Background: an optimization exercise with open tools, aiming at small area and a short achievable clock period. Do not read the settings as production practice.
At most, simulation tests tie the RTL to the original design; equivalence was not proved.
No activity file was given, so power comes from the tool's default toggle rates.

==> flow/design.v (excerpt) <==
module fpu_ss_multi_scoreboard #(
    parameter int NB_CORES     = 2,
    parameter int NUM_REGS     = 32,
    parameter int CNT_W        = 2,
    parameter int MAX_INFLIGHT = 8,
    parameter int IN_ORDER_WB  = 1,
    localparam int CORE_W      = (NB_CORES > 1) ? $clog2(NB_CORES) : 1,
    localparam int REG_W       = $clog2(NUM_REGS),
    localparam int INF_W       = $clog2(MAX_INFLIGHT + 1)
) (
    input  logic                clk_i,
    input  logic                rst_ni,
    input  logic                disp_valid_i,
    output logic                disp_ready_o,
    input  logic [CORE_W-1:0]   disp_core_i,
    input  logic [3*REG_W-1:0]  disp_rs_i,
    input  logic [2:0]          disp_rs_use_i,
    input  logic [REG_W-1:0]    disp_rd_i,
    input  logic                disp_rd_fp_i,
    input  logic                fpu_wb_valid_i,
    input  logic [CORE_W-1:0]   fpu_wb_core_i,
    input  logic [REG_W-1:0]    fpu_wb_rd_i,
    input  logic                lsu_wb_valid_i,
    input  logic [CORE_W-1:0]   lsu_wb_core_i,
    input  logic [REG_W-1:0]    lsu_wb_rd_i,
    output logic [5:0]          fwd_sel_o,
    output logic [INF_W-1:0]    inflight_o,
    output logic                err_o
);
For scale: roughly 69 flip-flops, roughly 54 I/O pins, roughly 0.0074 mm² of cells after synthesis.
export LEC_CHECK = 0
export CAP_MARGIN = 20
export CORE_MARGIN = 2
export CORE_UTILIZATION = 60
export CTS_BUF_LIST = sky130_fd_sc_hd__clkbuf_4 sky130_fd_sc_hd__clkbuf_8
export PLACE_DENSITY = 0.75
export SETUP_SLACK_MARGIN = 3.75
export SLEW_MARGIN = 20
create_clock -name core_clock -period 10.0 [get_ports {clk_i}]
standard.sh (not shown) runs the stock make flow with config.mk's settings and CLKGATE_MAP_FILE= SYNTH_SCRIPT=/design/flow/synth_recipe.tcl, a recipe that flattens the netlist after the stock synthesis.
==> flow/flow/run.sh <==
#!/bin/bash
# The standard layout, with the port buffers made as buf_4 cells instead of the
# resizer's default pick, so the ports do not start out behind slow delay cells.
set -euo pipefail
bash standard.sh "BUFFER_PORTS_ARGS=-buffer_cell sky130_fd_sc_hd__buf_4" ${EXTRA_VARS:-} finish > orfs_finish.log 2>&1
The baseline finished clean.
Edit:
CTS_BUF_LIST = sky130_fd_sc_hd__clkbuf_8   (was sky130_fd_sc_hd__clkbuf_4 sky130_fd_sc_hd__clkbuf_8)
Result:
- clock-buffer cell count does not change
- maximum frequency is unchanged
- die area is unchanged
- non-clock buffer count stays the same
- combinational power stays flat
Edit:
CORE_UTILIZATION = 50   (was 60)
CTS_BUF_LIST = not set   (was sky130_fd_sc_hd__clkbuf_8)
PLACE_DENSITY = 0.65   (was 0.75)
The new run went through all stages and came out clean. Clock-buffer cell count grows by 2. Critical path depth stays the same. Wire length grows by 3.5%. Final area grows by 1.9%. Non-clock buffer count shrinks by 1. Core utilization shrinks by 10 points. Clock power grows by 34%. Die area grows by 19%. Synthesized area stays the same. Worst hold slack degrades by 0.011 ns.
Edit:
CORE_UTILIZATION = 60   (was 50)
CTS_BUF_LIST = sky130_fd_sc_hd__clkbuf_8   (was not set)
PLACE_DENSITY = 0.75   (was 0.65)
SETUP_SLACK_MARGIN = 3.9   (was 3.75)
The new run produced a clean layout.
Total power falls by about 4.4%.
Die area falls by 16%.
Global-route usage rises by 6.5 points.
Worst hold slack is better by 0.011 ns.
Synthesized area does not change.
Via count rises by 0.67%.
Worst setup slack is better by 0.13 ns.
Clock skew falls by 0.0031 ns.
Design area falls by 0.88%.
Wire length falls by 2.8%.
Edit:
CTS_BUF_LIST = not set   (was sky130_fd_sc_hd__clkbuf_8)
SETUP_SLACK_MARGIN = 4.5   (was 3.9)
TNS_END_PERCENT = 0   (was not set)
Outcome: Utilization is higher by 2.8 points. Clock power grows by 34%. Worst hold slack improves by 0.022 ns. Via count increases by about 3.2%. Setup slack improves by 0.067 ns. Combinational power rose by about 4%. Non-clock buffer count rose by 6. Wire length went up by 6.1%. Final area went up by 4.2%. Die area stays the same. Global-route usage grows by 1.1 points.


## wip/willow
The RTL this note starts from:
==> flow/design.v <==
module fpu_ss_multi_scoreboard #(
    parameter int NB_CORES     = 2,
    parameter int NUM_REGS     = 32,
    parameter int CNT_W        = 2,
    parameter int MAX_INFLIGHT = 8,
    parameter int IN_ORDER_WB  = 1,
    localparam int CORE_W      = (NB_CORES > 1) ? $clog2(NB_CORES) : 1,
    localparam int REG_W       = $clog2(NUM_REGS),
    localparam int INF_W       = $clog2(MAX_INFLIGHT + 1)
) (
    input  logic                clk_i,
    input  logic                rst_ni,
    input  logic                disp_valid_i,
    output logic                disp_ready_o,
    input  logic [CORE_W-1:0]   disp_core_i,
    input  logic [3*REG_W-1:0]  disp_rs_i,
    input  logic [2:0]          disp_rs_use_i,
    input  logic [REG_W-1:0]    disp_rd_i,
    input  logic                disp_rd_fp_i,
    input  logic                fpu_wb_valid_i,
    input  logic [CORE_W-1:0]   fpu_wb_core_i,
    input  logic [REG_W-1:0]    fpu_wb_rd_i,
    input  logic                lsu_wb_valid_i,
    input  logic [CORE_W-1:0]   lsu_wb_core_i,
    input  logic [REG_W-1:0]    lsu_wb_rd_i,
    output logic [5:0]          fwd_sel_o,
    output logic [INF_W-1:0]    inflight_o,
    output logic                err_o
);
    localparam int NS    = MAX_INFLIGHT;
    localparam int TAG_W = CORE_W + REG_W;
    logic [TAG_W-1:0] tag_q [NS];
    logic [CNT_W-1:0] cnt_q [NS];
    logic [INF_W-1:0] inflight_q;
    logic             err_q;
    logic [NS-1:0]    live, one, full, core_m, rd_m, fpu_m, lsu_m, fpu_fw, lsu_fw, blk;
    logic [NS-1:0]    alloc, inc_s, fpu_s, lsu_s;
    logic [NS-1:0]    rs_m [3];
    logic [2:0]       raw_haz;
    logic [5:0]       fwd_sel;
    logic             hazard, inc, rd_hit, rd_full, fpu_hit, fpu_multi, lsu_hit;
    logic             same_tgt, fpu_ok, lsu_ok, err_set;
    always_comb begin
        for (int s = 0; s < NS; s++) begin
            live[s]   = (cnt_q[s] != '0);
            one[s]    = (cnt_q[s] == CNT_W'(1));
            full[s]   = (cnt_q[s] == '1);
            core_m[s] = live[s] && (tag_q[s][REG_W +: CORE_W] == disp_core_i);
            rd_m[s]   = core_m[s] && (tag_q[s][REG_W-1:0] == disp_rd_i);
            fpu_m[s]  = fpu_wb_valid_i && live[s] && (tag_q[s] == {fpu_wb_core_i, fpu_wb_rd_i});
            lsu_m[s]  = lsu_wb_valid_i && live[s] && (tag_q[s] == {lsu_wb_core_i, lsu_wb_rd_i});
            fpu_fw[s] = one[s] && fpu_m[s] && !lsu_m[s];
            lsu_fw[s] = one[s] && lsu_m[s] && !fpu_m[s];
            blk[s]    = live[s] && !fpu_fw[s] && !lsu_fw[s];
            for (int i = 0; i < 3; i++)
                rs_m[i][s] = disp_rs_use_i[i] && core_m[s]
                          && (tag_q[s][REG_W-1:0] == disp_rs_i[i*REG_W +: REG_W]);
        end
        for (int i = 0; i < 3; i++) begin
            raw_haz[i]       = |(rs_m[i] & blk);
            fwd_sel[2*i]     = |(rs_m[i] & fpu_fw);
            fwd_sel[2*i + 1] = |(rs_m[i] & lsu_fw);
        end
    end
    always_comb begin
        rd_full  = |(rd_m & full);
        hazard   = (|raw_haz) || (disp_rd_fp_i && (rd_full || inflight_q[INF_W-1]));
        inc      = disp_valid_i && !hazard && disp_rd_fp_i;
        rd_hit   = |rd_m;
        fpu_hit   = |fpu_m;
        fpu_multi = |(fpu_m & ~one);
        lsu_hit   = |lsu_m;
        same_tgt  = fpu_wb_valid_i && lsu_wb_valid_i
                 && (fpu_wb_core_i == lsu_wb_core_i) && (fpu_wb_rd_i == lsu_wb_rd_i);
        fpu_ok    = fpu_hit;
        lsu_ok    = same_tgt ? fpu_multi : lsu_hit;
        err_set   = (fpu_wb_valid_i && !fpu_ok) || (lsu_wb_valid_i && !lsu_ok);
        for (int s = 0; s < NS; s++) begin
            alloc[s] = !live[s];
            for (int t = 0; t < s; t++)
                if (!live[t]) alloc[s] = 1'b0;
        end
        inc_s = {NS{inc}} & (rd_hit ? rd_m : alloc);
        fpu_s = fpu_m;
        lsu_s = {NS{lsu_ok}} & lsu_m;
    end
    assign disp_ready_o = !hazard;
    assign fwd_sel_o    = fwd_sel;
    assign inflight_o   = inflight_q;
    assign err_o        = err_q;
    always_ff @(posedge clk_i) begin
        for (int s = 0; s < NS; s++)
            if (!live[s])
                tag_q[s] <= {disp_core_i, disp_rd_i};
    end
    always_ff @(posedge clk_i or negedge rst_ni) begin
        if (!rst_ni) begin
            for (int s = 0; s < NS; s++)
                cnt_q[s] <= '0;
            inflight_q <= '0;
            err_q      <= 1'b0;
        end else begin
            for (int s = 0; s < NS; s++)
                cnt_q[s] <= cnt_q[s] + CNT_W'(inc_s[s]) - CNT_W'(fpu_s[s]) - CNT_W'(lsu_s[s]);
            inflight_q <= inflight_q + INF_W'(inc) - INF_W'(fpu_ok) - INF_W'(lsu_ok);
            if (err_set)
                err_q <= 1'b1;
        end
    end
endmodule
Settings: LEC_CHECK=0, CAP_MARGIN=20, CORE_MARGIN=2, CORE_UTILIZATION=30, PLACE_DENSITY=0.5, SETUP_SLACK_MARGIN=3.5, SLEW_MARGIN=20; clock period 10.0 ns.
run.sh (not shown) runs the stock make flow with config.mk's settings and CLKGATE_MAP_FILE= SYNTH_SCRIPT=/design/flow/synth_recipe.tcl, a recipe that flattens the netlist after the stock synthesis.
Stock flow here: none of the scripts above is used.
Input changes introduced in wip/amber (baseline for comparison: wip/willow):
- a change of SETUP_SLACK_MARGIN from 3.5 to 4
- a change of PLACE_DENSITY from 0.5 to 0.75
- a change of CORE_UTILIZATION from 30 to 60
==> flow/flow/run.sh (new file) <==
#!/bin/bash
# The standard layout, with the port buffers made as buf_4 cells instead of the
# resizer's default pick, so the ports do not start out behind slow delay cells.
set -euo pipefail
bash standard.sh "BUFFER_PORTS_ARGS=-buffer_cell sky130_fd_sc_hd__buf_4" RECOVER_POWER=100 ${EXTRA_VARS:-} finish > orfs_finish.log 2>&1
==> flow/standard.sh (new file) <==
#!/bin/bash
# synth_recipe.tcl (not shown) runs the flow's synth.tcl, then flattens the netlist and writes it again
# the make line also repeats each setting of config.mk as NAME=value (left out here)
make -C /OpenROAD-flow-scripts/flow DESIGN_CONFIG=/design/flow/config.mk WORK_HOME=/design/flow/orfs CLKGATE_MAP_FILE= SYNTH_SCRIPT=/design/flow/synth_recipe.tcl "${@:-finish}"
removed: flow/run.sh
Findings:
The run showing the greater final clock period utilization by the worst path is wip/amber.
Diff wip/willow -> wip/amber | detailed-routed wire length on met2 | down by a few percent
Looking at the reports, wip/amber completed the entire flow and the layout it produced met the timing, design-rule and antenna checks.
Re share of cells above drive strength 1: wip/amber is 6.7 points up on wip/willow.
Of wip/willow and wip/amber, the run reporting the lower first-pass GRT wire length was wip/amber.
Re core utilization: wip/willow and wip/amber aren't equal, and the higher value belongs to wip/amber.
Diff wip/amber..wip/willow | buffer depth of the longest clock path | unchanged
Summary of wip/amber over wip/willow: number of global-route vias before repair rose by 331, total met3 wirelength after detailed routing moved up, global-route track usage on met3 climbed 4.2 points.
[inputs] wip/lagoon vs wip/amber
- SETUP_SLACK_MARGIN: 4 -> 3
- PLACE_DENSITY: 0.75 -> 0.5
- CORE_UTILIZATION: 60 -> 30
==> flow/run.sh (new file) <==
#!/bin/bash
# synth_recipe.tcl (not shown) runs the flow's synth.tcl, then flattens the netlist and writes it again
# the make line also repeats each setting of config.mk as NAME=value (left out here)
make -C /OpenROAD-flow-scripts/flow DESIGN_CONFIG=/design/flow/config.mk WORK_HOME=/design/flow/orfs CLKGATE_MAP_FILE= SYNTH_SCRIPT=/design/flow/synth_recipe.tcl finish
removed: flow/flow/run.sh
removed: flow/standard.sh
==> summary.txt <==
- All of wip/amber and wip/lagoon finish clean.
- Via count delta (wip/lagoon − wip/amber): favourable
- Going from wip/amber to wip/lagoon, amount of wire on met2 after detailed routing increased by 4.1% relative to the old numbers; fraction of met3 tracks used by global routing now smaller; power dissipated in combinational cells now smaller.
- Of the two candidates, wip/amber has the better maximum frequency and wip/lagoon the worse one.
- Endpoint of the worst setup timing path: fwd_sel_o[1] -> wip/lagoon, disp_ready_o -> wip/amber
- As of wip/lagoon, die span in x had risen by more than a quarter compared to wip/amber.
- wip/lagoon gives more count of standard-cell rows than wip/amber did.
- Looking at wip/amber and wip/lagoon, the clock latency at the later pin of the worst-skew pair is a wash.
No functional check of the RTL was part of any run of this note.

[re-timing with driven ports]
No port has a modelled driver above. Below, the same layouts with a new extraction and two added sets of constraints.
Step 1 assumes that a clkbuf_16 drives the clock port and a buf_2 every other input.
Step 2, shift: input delay + t, output delay - t, t = (earliest + latest rising clock arrival at the registers) / 2. This alone moves slack from input paths to output paths.
Three values: no drivers, after step 1, after step 2; two values: the first two.
run | t (ns) | setup WS [ns] | hold slack, ns | clock arrival spread, ns
the first run of note 1 | 0.412 | 3.887 / 3.862 / 3.862 | 0.502 / 0.502 / 0.502 | 0.015 / 0.016
the second run of note 1 | 0.412 | 3.887 / 3.862 / 3.862 | 0.502 / 0.502 / 0.502 | 0.015 / 0.016
the third run of note 1 | 0.399 | 3.845 / 3.819 / 3.819 | 0.491 / 0.491 / 0.491 | 0.015 / 0.015
the fourth run of note 1 | 0.411 | 3.979 / 3.942 / 3.942 | 0.502 / 0.502 / 0.502 | 0.015 / 0.015
the fifth run of note 1 | 0.390 | 4.047 / 3.884 / 3.884 | 0.524 / 0.524 / 0.524 | 0.010 / 0.010
wip/willow | 0.389 | 3.460 / 3.438 / 3.438 | 0.513 / 0.513 / 0.513 | 0.008 / 0.008
wip/amber | 0.388 | 3.189 / 3.162 / 3.162 | 0.476 / 0.476 / 0.476 | 0.007 / 0.007
wip/lagoon | 0.387 | 3.137 / 3.116 / 3.116 | 0.512 / 0.512 / 0.512 | 0.009 / 0.009
After both steps setup and hold are still met in every run listed. The setup slack of the fifth run of note 1, which loses most, moves by -0.163 ns with the drivers and by -0.163 ns with both steps.
